What follows belongs to an exercise in optimizing a design on an open flow for small area, a short achievable clock period and few clock cycles per item; a production flow would make more cautious choices. The RTL was checked by simulation tests, not by an equivalence proof against the original design. Power is estimated from default activity; no workload was simulated.

==> v14: inputs <==
// rbm_recon
module rbm_recon (
    input  wire          clk,
    input  wire          reset_n,
    input  wire          start,
    input  wire  [15:0]  hidden,
    input  wire          param_we,
    input  wire  [16:0]  param,
    output logic         busy,
    output logic         done,
    output logic [15:0]  visible
);
    logic [2047:0] ring_q;
    logic [15:0]   gate;
    logic [127:0]  bias_q;
    logic          v1;
    logic          v2;
    logic          v3;
    logic [15:0]   sample;
    rbm_sequencer u_sequencer (
        .clk      (clk),
        .reset_n  (reset_n),
        .start    (start),
        .hidden   (hidden),
        .param_we (param_we),
        .param    (param),
        .busy     (busy),
        .ring_q   (ring_q),
        .gate     (gate),
        .bias_q   (bias_q),
        .v1       (v1),
        .v2       (v2),
        .v3       (v3)
    );
    for (genvar k = 0; k < 16; k++) begin : g_unit
        logic [127:0] wring;
        for (genvar s = 0; s < 16; s++) begin : g_s
            assign wring[8*s +: 8] = ring_q[128*s + 8*k +: 8];
        end
        visible_unit #(
            .UNIT_INDEX (k)
        ) u_unit (
            .clk     (clk),
            .reset_n (reset_n),
            .wring   (wring),
            .gate    (gate),
            .bias    (bias_q[8*k +: 8]),
            .v1      (v1),
            .sample  (sample[k])
        );
    end
    sample_collector u_collector (
        .clk     (clk),
        .reset_n (reset_n),
        .sample  (sample),
        .v2      (v3),
        .visible (visible),
        .done    (done)
    );
endmodule
export LEC_CHECK = 0
export ABC_CLOCK_PERIOD_IN_PS = 2700
export CAP_MARGIN = 20
export CORE_MARGIN = 2
export CORE_UTILIZATION = 55
export CTS_CLUSTER_DIAMETER = 100
export CTS_CLUSTER_SIZE = 30
export SETUP_SLACK_MARGIN = 4.2
export SLEW_MARGIN = 20
create_clock -name core_clock -period 7.0 [get_ports {clk}]
run.sh (not shown) runs the stock make flow with config.mk's settings and CLKGATE_MAP_FILE= SYNTH_SCRIPT=/design/flow/synth_recipe.tcl, a recipe that flattens the netlist after the stock synthesis.
==> v31 (differences from v14) <==
- CTS_CLUSTER_DIAMETER: 100 -> default
- CTS_CLUSTER_SIZE: 30 -> default
==> flow_summary.yaml <==
pwr:
  p_leak_nw: 76.2
  power_density_mw_per_mm2: 299
final_layout:
  finish.utilization_pct: 59.6
  sh_seq_area_pct: 45.7
  postLayoutCellArea_mm2: 0.173
  multi_input_area_share_pct: 41.5
  proportion_of_cell_area_spent_on_the_clock_network_pct: 2.71
drt:
  routed.top_layer: "met5"
  met1_length_mm: 175
  met3RoutedLength_mm: 29.3
  postRouteWirelength_mm: 409
outcome:
  outcome: "timing/DRC/antenna clean"
timing:
  skew_ns: 0.0281
  final.period_utilization_pct: 42.6
clock_network:
  clock_insertion_delay_worst_skew_ns: 0.90
  cts_setup_buffers: 84
global_route:
  global_route.usage.met3_pct: 3.19
  grt_first_pass_wirelength_mm: 602
  antenna_violations_before_repair: 88
worst_hold_path:
  worst_hold_startpoint: "g_unit[8].u_unit.p1_q[1]$_DFF_P_"
critical_path:
  worst_ep_arrival_time_ns: 1.58
  crit-reg2reg-capture: "g_unit[0].u_unit.p1_q[3]$_DFF_P_"
(the above is from v14)
==> flow_summary.yaml <==
final_layout:
  multi_input_area_share_pct: 39.6
  postLayoutCellArea_mm2: 0.182
  sh_seq_area_pct: 43.6
timing:
  final.period_utilization_pct: 42.8
outcome:
  outcome: "timing/DRC/antenna clean"
critical_path:
  worst_ep_arrival_time_ns: 1.60
clock_network:
  clock_insertion_delay_worst_skew_ns: 0.94
pwr:
  p_leak_nw: 80.4
drt:
  met1_length_mm: 176
  met3RoutedLength_mm: 29.3
global_route:
  global_route.usage.met3_pct: 4.00
(the above is from v31)
Testbench counts of v14, summed over its fixed seeds: cycles 1,072, items 1,024.
Testbench counts of v31, summed over its fixed seeds: cycles 1,072, items 1,024.

========
==> inputs of run a <==
rbm_recon, a different RTL version from the one above (not shown whole).
// rbm_recon
module rbm_recon (
    input  wire          clk,
    input  wire          reset_n,
    input  wire          start,
    input  wire  [15:0]  hidden,
    input  wire          param_we,
    input  wire  [16:0]  param,
    output logic         busy,
    output logic         done,
    output logic [15:0]  visible
);
Settings: LEC_CHECK=0, ABC_CLOCK_PERIOD_IN_PS=2700, CAP_MARGIN=20, CORE_MARGIN=2, CORE_UTILIZATION=55, CTS_CLUSTER_DIAMETER=100, CTS_CLUSTER_SIZE=26, SETUP_SLACK_MARGIN=4.17, SLEW_MARGIN=20; clock period 7.0 ns.
standard.sh (not shown) runs the stock make flow with config.mk's settings and CLKGATE_MAP_FILE= SYNTH_SCRIPT=/design/flow/synth_recipe.tcl, a recipe that flattens the netlist after the stock synthesis.
==> flow/flow/run.sh <==
#!/bin/bash
# The standard layout, with one netlist pass between synthesis and
# floorplan: flow/fapol_opt.py re-chooses the polarity of each full adder
# (a full adder is self-dual) and of and2/nand2-type gates so that fewer
# inverters are needed. Registers, ports and all other cells are unchanged.
set -euo pipefail
R=orfs/results/sky130hd/rbm_recon/base
bash standard.sh synth > synth.log 2>&1
cp "$R/1_2_yosys.v" "$R/1_2_yosys_std.v"
python3 flow/fapol_opt.py "$R/1_2_yosys_std.v" "$R/1_2_yosys.v" > fapol.log 2>&1
rm -f "$R/1_synth.odb" "$R/1_synth.sdc"
bash standard.sh finish > layout.log 2>&1
Other scripts of this flow, unchanged in this note and not shown: flow/flow/fapol_opt.py
==> run b: changes against run a <==
--- a/flow/config.mk
+++ b/flow/config.mk
@@ -12,4 +12,4 @@
 export CTS_CLUSTER_DIAMETER = 100
 export CTS_CLUSTER_SIZE = 26
-export SETUP_SLACK_MARGIN = 4.17
+export SETUP_SLACK_MARGIN = 4.25
 export SLEW_MARGIN = 20
==> summary.md <==
| Metric | Value |
|---|---|
| Status | timing/DRC/antenna clean |
| Final non-filler cell total | 15463 |
| Wire length per cell | 22.38 um |
| Final Total Pwr | 39.98 mW |
| Sequential cell area share | 48.79% |
| Clock-cell share of area | 3.052% |
| RR Startpoint | u_sequencer.p_row[1]$_DFFE_PN_ |
| Path depth of the worst reg2reg path | 3 |
| Final Cycle Share | 40.98% |
| Worst vdd ir | 0.2613 mV |
| Int Power | 29.35 mW |
| Routed vias | 82142 |
| Post-route setup slack | 4131 ps |
| Skew final | 35.92 ps |
| DRT Wirelength | 346.0 mm |
| Pwr Density | 250.9 nW/um2 |
| Area occupied by multi-input gates | 65810 um2 |
| GR Util met3 | 3.174% |
The numbers above come from run b.

==> summary.md <==
| Metric | Value |
|---|---|
| Status | timing/DRC/antenna clean |
| Final Cycle Share | 41.03% |
| Pwr Density | 251.0 nW/um2 |
| Final Total Pwr | 39.92 mW |
| Worst vdd ir | 0.2636 mV |
| GR Util met3 | 3.087% |
| Int Power | 29.31 mW |
| Post-route setup slack | 4128 ps |
| Sequential cell area share | 48.88% |
| Routed vias | 82267 |
| Clock-cell share of area | 3.058% |
| Final non-filler cell total | 15456 |
The numbers above come from run a.

Testbench counts of run a, summed over its fixed seeds: cycles 1,072, items 1,024.
Testbench counts of run b, summed over its fixed seeds: cycles 1,072, items 1,024.

========
==> inputs of v17 <==
Starting RTL as in the previous note.
export LEC_CHECK = 0
export ABC_CLOCK_PERIOD_IN_PS = 2700
export CAP_MARGIN = 20
export CORE_MARGIN = 2
export CORE_UTILIZATION = 60
export CTS_CLUSTER_DIAMETER = 100
export CTS_CLUSTER_SIZE = 26
export SETUP_SLACK_MARGIN = 4.17
export SLEW_MARGIN = 20
create_clock -name core_clock -period 7.0 [get_ports {clk}]
Scripts as last shown in full above: flow/flow/run.sh
Other scripts of this flow, unchanged in this note and not shown: flow/flow/fapol_opt.py
==> v7: changes against v17 <==
--- a/flow/config.mk
+++ b/flow/config.mk
@@ -6,8 +6,8 @@
 export NUM_CORES = 4
 export LEC_CHECK = 0
-export ABC_CLOCK_PERIOD_IN_PS = 2700
+export ABC_CLOCK_PERIOD_IN_PS = 4000
 export CAP_MARGIN = 20
 export CORE_MARGIN = 2
-export CORE_UTILIZATION = 60
+export CORE_UTILIZATION = 55
 export CTS_CLUSTER_DIAMETER = 100
 export CTS_CLUSTER_SIZE = 26
==> comparison table <==
|  | v17 | v7 |
|---|---|---|
| Run status | timing/DRC/antenna clean | timing/DRC/antenna clean |
| TritonCTS buffer count | 163 | 165 |
| Post-layout power | 0.0393 W | 0.0399 W |
| Share of total power in sequential cells | 61.1% | 60.1% |
| Final GP Congestion | 0.828 | 0.812 |
| Non-clock buffer area fraction after layout | 1.24% | 1.76% |
| Proportion of cell area occupied by multi-input gates | 41.7% | 41.4% |
| Floorplan core area | 0.246 mm^2 | 0.269 mm^2 |
| Footprint of the multi-input gates | 0.0657 mm^2 | 0.0658 mm^2 |
| Power density over the cells | 249 mW/mm^2 | 251 mW/mm^2 |
| # diodes | 8 | 5 |
| Non-Filler Instances | 15200 | 15500 |
| Peak supply drop | 0.000322 V | 0.000264 V |
| CP endpoint | visible[4] | visible[2] |
| Sequential share of cell area | 49.3% | 48.9% |
Testbench counts of v17, summed over its fixed seeds: cycles 1,072, items 1,024.
Testbench counts of v7, summed over its fixed seeds: cycles 1,072, items 1,024.

==> re-timing with driven ports <==
The flow's constraints put no driver on any port. The routed layouts listed below were extracted and timed again, unchanged, in two steps.
Step 1: set_driving_cell puts a clkbuf_16 on clk and a buf_2 on each other input, an assumption about the parent block.
Step 2 times the ports against the registers' clock, not the clock port: input delays grow and output delays shrink by t, the midpoint of the rising clock arrivals with the driver on.
a / b / c = ideal ports / drivers / drivers and shift; a / b = the first two.
| run | t (ns) | setup slack, ns | worst hold slack (ns) | worst setup path at the end | clock arrival spread, ns |
|---|---|---|---|---|---|
| v14 | 0.982 | 4.016 / 3.925 / 3.951 | 0.314 / 0.314 / 0.314 | input to register | 0.036 / 0.036 |
| v31 | 1.020 | 4.004 / 3.906 / 3.919 | 0.314 / 0.314 / 0.314 | input to register | 0.053 / 0.053 |
| run a | 0.943 | 4.128 / 4.032 / 3.520 | 0.332 / 0.332 / 0.332 | input to register | 0.043 / 0.043 |
| run b | 0.940 | 4.131 / 4.036 / 3.530 | 0.331 / 0.331 / 0.331 | input to register | 0.046 / 0.046 |
| v17 | 0.930 | 4.110 / 4.013 / 3.334 | 0.330 / 0.330 / 0.330 | input to register | 0.036 / 0.036 |
| v7 | 0.943 | 4.128 / 4.032 / 3.520 | 0.332 / 0.332 / 0.332 | input to register | 0.043 / 0.043 |
After both steps every run listed still meets setup and hold. For v17, which loses most, drivers alone change the setup slack by -0.097 ns; drivers and shift together by -0.776 ns.
